What follows belongs to an exercise in optimizing a design on an open flow for small area, a short achievable clock period and few clock cycles per item; a production flow would make more cautious choices.
Function not checked in this run: the RTL went through the layout flow alone.
Power figures rest on the tool's default switching activity, not on a simulated workload.

[flow/run.sh]
#!/bin/bash
# synth_recipe.tcl (not shown) runs the flow's synth.tcl, then flattens the netlist and writes it again
# the make line also repeats each setting of config.mk as NAME=value (left out here)
make -C /OpenROAD-flow-scripts/flow DESIGN_CONFIG=/design/flow/config.mk WORK_HOME=/design/flow/orfs CLKGATE_MAP_FILE= SYNTH_SCRIPT=/design/flow/synth_recipe.tcl finish
[flow/config.mk]
export PLATFORM = sky130hd
export DESIGN_NAME = tlb_lru_random_replace_top
export DESIGN_NICKNAME = tlb_lru_random_replace_top
export VERILOG_FILES = /design/flow/design.v
export SDC_FILE = /design/flow/constraint.sdc
export NUM_CORES = 4
export LEC_CHECK = 0
export CAP_MARGIN = 20
export CORE_MARGIN = 2
export CORE_UTILIZATION = 40
export SETUP_SLACK_MARGIN = 4.5
export SLEW_MARGIN = 20
[flow/constraint.sdc]
create_clock -name core_clock -period 7.5 [get_ports {clk}]
set_input_delay 1.5000 -clock core_clock [delete_from_list [all_inputs] [get_ports {clk}]]
set_output_delay 1.5000 -clock core_clock [all_outputs]
set_load 0.01 [all_outputs]
[flow/design.v]
package tlbrr_pkg;
	localparam int ENTRIES    = 32;
	localparam int PAGE_BITS  = 11;
	localparam int FRAME_BITS = 10;
	localparam int SLOT_W     = $clog2(ENTRIES);
	localparam int LFSR_W     = 16;
	localparam int DEPTH      = 5;
	localparam int OUT_W      = 1 + FRAME_BITS + SLOT_W + 1;
	localparam logic [LFSR_W-1:0] LFSR_TAPS = 16'hB400;
	localparam logic [LFSR_W-1:0] LFSR_SEED = 16'hACE1;
	localparam logic [1:0] ACT_LOOKUP = 2'd0;
	localparam logic [1:0] ACT_FILL   = 2'd1;
	localparam logic [1:0] ACT_FLUSH  = 2'd2;
	typedef struct packed {
		logic [1:0]            action;
		logic [PAGE_BITS-1:0]  page_number;
		logic [FRAME_BITS-1:0] frame_number;
	} in_item_t;
	typedef struct packed {
		logic                  hit;
		logic [FRAME_BITS-1:0] found_frame;
		logic [SLOT_W-1:0]     slot;
		logic                  evicted;
	} out_item_t;
	function automatic logic [ENTRIES-1:0] first_oh(input logic [ENTRIES-1:0] vec);
		logic [ENTRIES-1:0] below;
		below[0] = 1'b0;
		for (int i = 1; i < ENTRIES; i++) begin
			below[i] = below[i-1] | vec[i-1];
		end
		first_oh = vec & ~below;
	endfunction
	function automatic logic [SLOT_W-1:0] enc(input logic [ENTRIES-1:0] oh);
		logic [SLOT_W-1:0] idx;
		idx = '0;
		for (int i = 0; i < ENTRIES; i++) begin
			if (oh[i]) begin
				idx = idx | SLOT_W'(i);
			end
		end
		enc = idx;
	endfunction
	function automatic logic [ENTRIES-1:0] dec(input logic [SLOT_W-1:0] idx);
		dec = '0;
		dec[idx] = 1'b1;
	endfunction
	function automatic logic [LFSR_W-1:0] lfsr_step(input logic [LFSR_W-1:0] cur);
		logic [LFSR_W-1:0] nxt;
		nxt = cur >> 1;
		if (cur[0]) begin
			nxt = nxt ^ LFSR_TAPS;
		end
		lfsr_step = nxt;
	endfunction
endpackage
module tlbrr_ctrl(
	input  logic                 clk,
	input  logic                 arst_n,
	input  logic                 in_valid,
	output logic                 in_stall,
	output logic                 acc,
	input  logic                 r_v,
	input  tlbrr_pkg::out_item_t r_data,
	output logic                 out_valid,
	input  logic                 out_stall,
	output tlbrr_pkg::out_item_t out_data
);
	localparam int D = tlbrr_pkg::DEPTH;
	localparam int S = D - 1;
	logic [D:0]           cnt_q;
	logic                 stall_q;
	logic                 hv_q;
	logic [tlbrr_pkg::OUT_W-1:0] h_q;
	logic [S-1:0][tlbrr_pkg::OUT_W-1:0] s_q;
	logic [S-1:0]         rd_q, wr_q;     
	logic [S:0]           sn_q;           
	logic                 pop, take, s_any, s_pop, s_push;
	logic [tlbrr_pkg::OUT_W-1:0] s_rd;
	assign acc       = in_valid & ~stall_q;
	assign in_stall  = stall_q;
	assign pop       = hv_q & ~out_stall;
	assign out_valid = hv_q;
	assign out_data  = h_q;
	assign s_any  = ~sn_q[0];
	assign take   = ~hv_q | ~out_stall;
	assign s_pop  = take & s_any;
	assign s_push = r_v & (s_any | ~take);
	always_comb begin
		s_rd = '0;
		for (int k = 0; k < S; k++) begin
			if (rd_q[k]) begin
				s_rd = s_rd | s_q[k];
			end
		end
	end
	always_ff @(posedge clk or negedge arst_n) begin
		if (!arst_n) begin
			cnt_q   <= (D + 1)'(1);
			stall_q <= 1'b0;
			hv_q    <= 1'b0;
			rd_q    <= S'(1);
			wr_q    <= S'(1);
			sn_q    <= (S + 1)'(1);
		end else begin
			if (acc && !pop) begin
				cnt_q <= {cnt_q[D-1:0], 1'b0};
			end else if (pop && !acc) begin
				cnt_q <= {1'b0, cnt_q[D:1]};
			end
			stall_q <= !pop && (cnt_q[D] || (cnt_q[D-1] && acc));
			if (take) begin
				hv_q <= s_any | r_v;
			end
			if (s_pop) begin
				rd_q <= {rd_q[S-2:0], rd_q[S-1]};
			end
			if (s_push) begin
				wr_q <= {wr_q[S-2:0], wr_q[S-1]};
			end
			if (s_push && !s_pop) begin
				sn_q <= {sn_q[S-1:0], 1'b0};
			end else if (s_pop && !s_push) begin
				sn_q <= {1'b0, sn_q[S:1]};
			end
		end
	end
	always_ff @(posedge clk) begin
		if (take) begin
			h_q <= s_any ? s_rd : r_data;
		end
		for (int k = 0; k < S; k++) begin
			if (r_v && wr_q[k]) begin
				s_q[k] <= r_data;
			end
		end
	end
endmodule
module tlbrr_datapath(
	input  logic                 clk,
	input  logic                 arst_n,
	input  logic                 cfg_we,
	input  logic                 cfg_data,
	input  logic                 acc,
	input  tlbrr_pkg::in_item_t  in_data,
	output logic                 r_v,
	output tlbrr_pkg::out_item_t r_data
);
	localparam int N  = tlbrr_pkg::ENTRIES;
	localparam int SW = tlbrr_pkg::SLOT_W;
	logic [N-1:0]                          valid_q;
	logic [N-1:0][tlbrr_pkg::PAGE_BITS-1:0]  page_q;
	logic [N-1:0][tlbrr_pkg::FRAME_BITS-1:0] frame_q;
	logic [N-1:0][SW-1:0]                  lru_q;
	logic                                  used_q;
	logic                                  pu_v_q;
	logic [SW-1:0]                         pu_slot_q;
	logic                                  pu_front_q;
	logic [tlbrr_pkg::LFSR_W-1:0]          lfsr_q;
	logic                                  mode_q;
	logic [N-1:0]                          free_oh_q;
	logic                                  free_any_q;
	logic [N-1:0]                          free2_oh;
	logic                                  free2_any;
	logic [N-1:0]                          w_oh_q;
	logic [tlbrr_pkg::PAGE_BITS-1:0]       w_page_q;
	logic [tlbrr_pkg::FRAME_BITS-1:0]      w_frame_q;
	logic                 a_v_q;
	tlbrr_pkg::in_item_t  a_q;
	logic                 b_v_q;
	tlbrr_pkg::in_item_t  b_q;
	logic [N-1:0]         b_match_q;
	logic                 b_peq_q;      
	logic                 b_pflush_q;   
	logic                 c_v_q;
	logic                 c_hit_q;
	logic [SW-1:0]        c_slot_q;
	logic                 c_ev_q;
	logic [N-1:0] a_match;
	logic         a_wpeq;
	logic                 b_lookup, b_fill, b_flush;
	logic [N-1:0]         match, hit_oh, free_oh, fill_oh, vict_oh;
	logic                 hit_any, free_any;
	logic [SW-1:0]        hit_idx, free_idx, front, vict_idx, fill_idx;
	logic [tlbrr_pkg::LFSR_W-1:0] lfsr_next;
	logic                 use_rec;
	logic [SW-1:0]        use_slot;
	logic [N-1:0]         c_oh;
	logic [tlbrr_pkg::FRAME_BITS-1:0] c_frame;
	logic [N-1:0]         pu_at, pu_ge;
	assign a_wpeq = (w_page_q == a_q.page_number);
	always_comb begin
		for (int i = 0; i < N; i++) begin
			if (w_oh_q[i]) begin
				a_match[i] = a_wpeq;
			end else begin
				a_match[i] = valid_q[i] && (page_q[i] == a_q.page_number);
			end
		end
	end
	assign b_lookup = b_v_q && (b_q.action == tlbrr_pkg::ACT_LOOKUP);
	assign b_fill   = b_v_q && (b_q.action == tlbrr_pkg::ACT_FILL);
	assign b_flush  = b_v_q && (b_q.action == tlbrr_pkg::ACT_FLUSH);
	always_comb begin
		for (int i = 0; i < N; i++) begin
			if (b_pflush_q) begin
				match[i] = 1'b0;
			end else if (w_oh_q[i]) begin
				match[i] = b_peq_q;
			end else begin
				match[i] = b_match_q[i];
			end
		end
	end
	assign hit_oh    = tlbrr_pkg::first_oh(match);
	assign hit_any   = |match;
	assign hit_idx   = tlbrr_pkg::enc(hit_oh);
	assign free_oh   = free_oh_q;
	assign free_any  = free_any_q;
	assign free2_oh  = tlbrr_pkg::first_oh(~valid_q & ~free_oh_q);
	assign free2_any = |(~valid_q & ~free_oh_q);
	assign free_idx  = tlbrr_pkg::enc(free_oh);
	assign lfsr_next = tlbrr_pkg::lfsr_step(lfsr_q);
	assign front     = pu_front_q ? lru_q[1] : lru_q[0];
	assign vict_idx  = mode_q ? lfsr_next[SW-1:0] : front;
	assign vict_oh   = mode_q ? tlbrr_pkg::dec(lfsr_next[SW-1:0])
	                 : (pu_front_q ? tlbrr_pkg::dec(lru_q[1]) : tlbrr_pkg::dec(lru_q[0]));
	assign fill_idx  = free_any ? free_idx : vict_idx;
	assign fill_oh   = !b_fill ? '0 : (free_any ? free_oh : vict_oh);
	assign use_rec  = !mode_q && ((b_lookup && hit_any) || b_fill);
	assign use_slot = b_fill ? fill_idx : hit_idx;
	assign c_oh = tlbrr_pkg::dec(c_slot_q);
	always_comb begin
		c_frame = '0;
		for (int i = 0; i < N; i++) begin
			if (c_oh[i]) begin
				c_frame = c_frame | frame_q[i];
			end
		end
	end
	assign r_v = c_v_q;
	always_comb begin
		r_data             = '0;
		r_data.hit         = c_hit_q;
		r_data.found_frame = c_hit_q ? c_frame : '0;
		r_data.slot        = c_slot_q;
		r_data.evicted     = c_ev_q;
	end
	always_comb begin
		for (int k = 0; k < N; k++) begin
			pu_at[k] = (lru_q[k] == pu_slot_q);
			pu_ge[k] = (k == 0) ? pu_at[k] : (pu_ge[(k + N - 1) % N] | pu_at[k]);
		end
	end
	always_ff @(posedge clk or negedge arst_n) begin
		if (!arst_n) begin
			a_v_q   <= 1'b0;
			b_v_q   <= 1'b0;
			c_v_q   <= 1'b0;
			valid_q <= '0;
			w_oh_q  <= '0;
			free_oh_q  <= N'(1);
			free_any_q <= 1'b1;
			used_q  <= 1'b0;
			pu_v_q  <= 1'b0;
			pu_front_q <= 1'b0;
			lfsr_q  <= tlbrr_pkg::LFSR_SEED;
			mode_q  <= 1'b0;
			for (int k = 0; k < N; k++) begin
				lru_q[k] <= SW'(k);
			end
		end else begin
			a_v_q <= acc;
			b_v_q <= a_v_q;
			c_v_q <= b_v_q;
			w_oh_q <= fill_oh;
			if (cfg_we) begin
				mode_q <= cfg_data;
			end
			if (b_flush) begin
				valid_q    <= '0;
				free_oh_q  <= N'(1);
				free_any_q <= 1'b1;
			end else begin
				valid_q <= valid_q | fill_oh;
				if (b_fill && free_any_q) begin
					free_oh_q  <= free2_oh;
					free_any_q <= free2_any;
				end
			end
			if (b_fill && !free_any && mode_q) begin
				lfsr_q <= lfsr_next;
			end
			if (use_rec) begin
				used_q <= 1'b1;
			end
			pu_v_q <= use_rec && used_q;
			pu_front_q <= use_rec && used_q && (use_slot == front);
			if (pu_v_q) begin
				for (int k = 0; k < N - 1; k++) begin
					if (pu_ge[k]) begin
						lru_q[k] <= lru_q[k + 1];
					end
				end
				lru_q[N-1] <= pu_slot_q;
			end
		end
	end
	always_ff @(posedge clk) begin
		a_q        <= in_data;
		b_q        <= a_q;
		b_match_q  <= a_match;
		b_peq_q    <= (b_q.page_number == a_q.page_number);
		b_pflush_q <= b_flush;
		c_hit_q    <= b_lookup && hit_any;
		c_slot_q   <= b_lookup ? hit_idx : (b_fill ? fill_idx : '0);
		c_ev_q     <= b_fill && !free_any;
		pu_slot_q  <= use_slot;
		w_page_q   <= b_q.page_number;
		w_frame_q  <= b_q.frame_number;
		for (int i = 0; i < N; i++) begin
			if (w_oh_q[i]) begin
				page_q[i]  <= w_page_q;
				frame_q[i] <= w_frame_q;
			end
		end
	end
endmodule
module tlb_lru_random_replace_top(
	input  logic                 clk,
	input  logic                 arst_n,
	input  logic                 cfg_we,
	input  logic                 cfg_data,
	input  logic                 in_valid,
	output logic                 in_stall,
	input  tlbrr_pkg::in_item_t  in_data,
	output logic                 out_valid,
	input  logic                 out_stall,
	output tlbrr_pkg::out_item_t out_data
);
	logic                 acc;
	logic                 r_v;
	tlbrr_pkg::out_item_t r_data;
	tlbrr_ctrl u_ctrl (
		.clk       (clk),
		.arst_n    (arst_n),
		.in_valid  (in_valid),
		.in_stall  (in_stall),
		.acc       (acc),
		.r_v       (r_v),
		.r_data    (r_data),
		.out_valid (out_valid),
		.out_stall (out_stall),
		.out_data  (out_data)
	);
	tlbrr_datapath u_dp (
		.clk      (clk),
		.arst_n   (arst_n),
		.cfg_we   (cfg_we),
		.cfg_data (cfg_data),
		.acc      (acc),
		.in_data  (in_data),
		.r_v      (r_v),
		.r_data   (r_data)
	);
endmodule
==> key figures <==
STA
  – Endpoints failing setup: 0
  – Skew final: 0.0256 ns
  – Setup TNS: 0 ns
  – Final critical delay including setup and external delays: slightly above 3 ns
  – RSZ-0062 raised after global routing: yes
  – Final critical-path share of the clock period: 41.4%
  – Maximum achievable frequency: 322 MHz
  – Final Slew Violations: 0
  – Max-slew headroom at the worst pin: 30.1%
  – Hold Fails Final Rpt: 0
  – Slew at the pin with the worst max-slew slack: 1.05 ns

Clocking
  – Bufs on Longest Clock Path: 3
  – Sinks on the clock net: 1,171
  – TritonCTS clock tree: built
  – CTS buffer count: between 100 and 150
  – Clock tree root buffer cell: clkbuf_16
  – Clock-pin transition on the worst setup and hold timing paths: 0.06 ns
  – Clock network latency to the later pin of the worst-skew pair: 0.73 ns
  – Level count of the clock H-tree: 4

Final layout
  – Final instance count without filler cells: 5,330
  – Most frequent cells in the layout: edfxtp_1, xor2_1, nand2_1
  – Post-synthesis to final-layout area growth: 18.2%
  – Post-layout util: 47.8%
  – Leading cell type in the layout, fill and taps excluded: edfxtp_1
  – Share of final-layout standard cells stronger than drive strength 1: 23.6%
  – Net count, final: approximately 3,600

Job
  – Max cap viols: 0

Setup path
  – Maximum fanout count along the critical path: 15
  – Slowest library cell on the worst path: a222oi_1
  – Worst setup path class: flip-flop to flip-flop
  – Startpoint type of the worst setup path: flip-flop
  – Endpoint kind of the worst setup timing path: flip-flop
  – Delay of the slowest critical-path stage: 0.61 ns
  – Ordered list of cells on the worst path: inv_4 -> ha_4 -> buf_4 -> xnor2_4 -> buf_12 -> nor3_2 -> buf_6 -> a22oi_1 -> o211ai_1 -> a222oi_1 -> a21oi_2 -> mux2_4
  – Worst path top cell family by delay: compound AO/OA/AOI/OAI gates
  – Worst Path Buf+Inv: 4
  – Data required time of the worst path: 7.98 ns
  – Worst path arrival time: 3.58 ns

Worst hold path
  – Hold crit path type: flip-flop to flip-flop

Global routing
  – Vias in the first global route: 29,100
  – First-pass GRT wire length: 197,000 microns
  – GR Util All Layers: a little over a fifth
  – Maximum number of pins on one net before global-route repair: 167
  – Initial antenna violation count: 1
  – Grt total ovfl: 0

Floorplanning
  – Std cell rows: roughly 130
  – Placeable core region: 120,000 sq um
  – Ports: 48
  – Die W: between 300 and 400 microns
  – Initial Utilization: between 40 and 50%
  – Die Footprint: 124,000 sq um
  – DIE HEIGHT: 352 microns

Synth
  – Share of the yosys chip area belonging to registers: 67.2%
  – Average cell area after synthesis: 14.4 sq um
  – Fraction of synthesis flops using an asynchronous set or reset pin: ~26%
  – Synthesized cell area: about 49,000 sq um
  – Gate count after technology mapping: 3,374
  – Post-synthesis cell type count: roughly 100
  – Post-synth net total: between 3,000 and 4,000
  – Number of enable-type register cells in the synthesized netlist: 757
  – Synth Warn #: 2
  – Post-synthesis register bit count: 1,171
  – Most used flip-flop cell after synthesis: edfxtp_1

Run status
  – Outcome: complete, no violations

Placed design
  – Detail Placement HPWL: about 77,000 microns
  – Port bufs: 47
  – Routability cong.: 0.918
  – Placed Instances: 4,964

Pwr
  – Maximum vdd ir drop: around 200 uV
  – Net switching power: 3.05 mW
  – Relative contribution of the clock network to total power: 44.6%
  – Switching Share: between 20% and 30%
  – Power density over the cells: 241 nW/um^2
  – Share of total power in sequential cells: 50.5%
  – Power Internal: around 11 mW
  – Leak pwr: 21.1 nW
  – Logic gate share of total power: approximately 5%

Route
  – Via/cell ratio: 5.58
  – Iter 0 DRT Violations: ~3,100
  – Number of iterations in the first detailed-routing pass: 8
  – Routed wire length: about 130,000 microns
  – Wirelength per Cell: 25.3 microns
  – DRC violation count after routing: 0
  – Detail Route Antenna Nets: 0
  – Vias after detailed routing: roughly 30,000
==> layout make-up <==
class	count	area, sq um
inverters	20	85.1
repair buffers	251	2370
well taps	1612	2020
clock buffers	190	3700
clock inverters	48	460
diodes	1	2.50
multi-input cells	2037	16100
fillers	10500	62700
flip-flops and latches	1171	32700
==> timing repair <==
item | 4_1_cts | 5_1_grt
gates resized for setup | 161 | 109
cloned | 6 | 7
endpoints found under the setup margin | 171 | 121
setup buffers | 38 | 75
pin swaps | 20 | 62
hold buffers | 0 | 0
endpoints found under the hold margin | 0 | 0
==> power groups by stage <==
stage	registers, mW	logic (mW)	clock network (mW)
2_1_floorplan	7.12	0.320	0
3_3_place_gp	7.11	0.585	0
3_5_place_dp	7.11	0.590	0
4_1_cts	6.98	0.627	6.29
5_1_grt	6.98	0.733	6.56
6_report	6.98	0.685	6.17
==> through the flow <==
stage                     worst slack (ns)  instance area, sq um  power, mW  hold slack [ns]
after floorplan                       4.48                 48600       7.44            0.310
after global placement                3.00                 51000       7.70            0.313
after detailed placement              2.86                 51000       7.70            0.312
after CTS                             4.43                 56200       13.9            0.322
after global routing                  4.35                 57400       14.3            0.328
final                                 4.40                 57400       13.8            0.321
==> per-layer routing <==
layer | GRT usage, % | up-vias | part of all wire [%]
met4 | 6.91 | 0 | 3.0
met1 | 29.1 | 15100 | 43
li1 | - | 13200 | -
met3 | 3.25 | 225 | 6.5
met2 | 34.3 | 1213 | 47
met5 | 0 | - | 0
==> state kept, by name, summed over array words and instances, names as in the netlist, 23 cells and up <==
register and flops:
u_dp.page_q 352, u_dp.frame_q 320, u_dp.lru_q 160, u_ctrl.s_q 68
u_dp.b_match_q 32, u_dp.free_oh_q 32, u_dp.valid_q 32, u_dp.w_oh_q 32
u_dp.a_q 23, u_dp.b_q 23
==> synthesized netlist by cell type, types with 8 or more instances <==
master	number	share of area (%)
a21oi_1	38	0.39
a221oi_1	18	0.32
a222oi_1	15	0.31
a22o_1	57	1.0
a22oi_1	88	1.4
a31oi_1	19	0.24
a32o_1	38	0.78
a32oi_1	9	0.16
and2_1	17	0.22
and3_1	11	0.14
buf_1	9	0.070
buf_2	16	0.16
buf_4	15	0.23
clkbuf_1	103	0.80
dfrtp_1	207	11
dfstp_2	94	5.1
dfxtp_1	113	4.7
edfxtp_1	757	47
ha_1	8	0.21
inv_1	18	0.14
mux2_2	186	4.3
mux2i_1	27	0.56
nand2_1	214	1.7
nand2b_1	37	0.48
nand3_1	61	0.63
nand3b_1	34	0.53
nand4_1	30	0.39
nor2_1	88	0.68
nor3_1	103	1.1
nor3b_1	9	0.14
nor4_1	82	1.1
o211ai_1	9	0.14
o21a_1	34	0.53
o21ai_0	83	0.86
o21ai_1	12	0.12
o22ai_1	13	0.17
o31ai_1	8	0.12
o41ai_1	12	0.22
or3_1	8	0.10
xnor2_1	150	2.7
xor2_1	394	7.1
==> worst reg2reg max path: cells and delay by family (launching register included) <==
| family | cells | cell delay (ns) |
|---|---|---|
| xor gates and xnor gates | 1 | 0.19 |
| muxes | 1 | 0.29 |
| adders and majority gates | 1 | 0.19 |
| buffers and inverters | 4 | 0.55 |
| and+or+nand+nor | 1 | 0.06 |
| AOI/OAI and AO/OA | 4 | 1.21 |
| DFF | 1 | 0.37 |
==> logic make-up (layout without fill, tap and decap cells) <==
family                   count (synthesis)  in the layout  share of synthesized area [%]
flip-flops                            1171           1171                           67.2
AND/OR/NAND/NOR                        730            734                           7.75
XOR/XNOR                               545            546                           9.85
AO/OA/AOI/OAI                          533            534                           8.37
multiplexers                           215            215                           4.92
buffers and inverters                  172            509                           1.67
adder cells (fa/ha/maj)                  8              8                          0.206
other                                    0              1                              0
==> path summary, 6_finish.rpt <==
| path | end | start | cells after the start | slack, ns |
|---|---|---|---|---|
| worst max register to register | u_ctrl.h_q[9] | u_dp.c_slot_q[0] | 12 | 4.40 |
| max in group asynchronous | u_dp.w_oh_q[11] | arst_n | 3 | 4.96 |
| worst min register to register | u_dp.w_frame_q[4] | u_dp.b_q[4] | 0 | 0.32 |
| worst max-delay path | u_ctrl.h_q[9] | u_dp.c_slot_q[0] | 12 | 4.40 |
| worst min-delay path | u_dp.w_frame_q[4] | u_dp.b_q[4] | 0 | 0.32 |
| min in group asynchronous | u_ctrl.cnt_q[2] | arst_n | 1 | 0.71 |

## port drivers added, routing unchanged
Ports are ideal in the flow. The routed layout listed here was re-timed in OpenROAD.
Step 1 assumes that a clkbuf_16 drives the clock port and a buf_2 every other input.
Step 2 moves the port delays by t, midway between the first and last clock arrival at a register: inputs arrive t later, outputs are due t later. That takes back most of the time a late clock gives input paths.
Three values: ideal ports, drivers, drivers and shift; two values: the first two.
t, ns: 0.798
slack for setup (ns): 4.398 / 4.398 / 4.072
worst hold slack (ns): 0.321 / 0.321 / 0.321
worst setup path after step 2: input to register
cell pins on the clock port's net: 1
After both steps this run still meets setup and hold. The setup slack of this run moves by 0.000 ns with the drivers and by -0.326 ns with both steps.
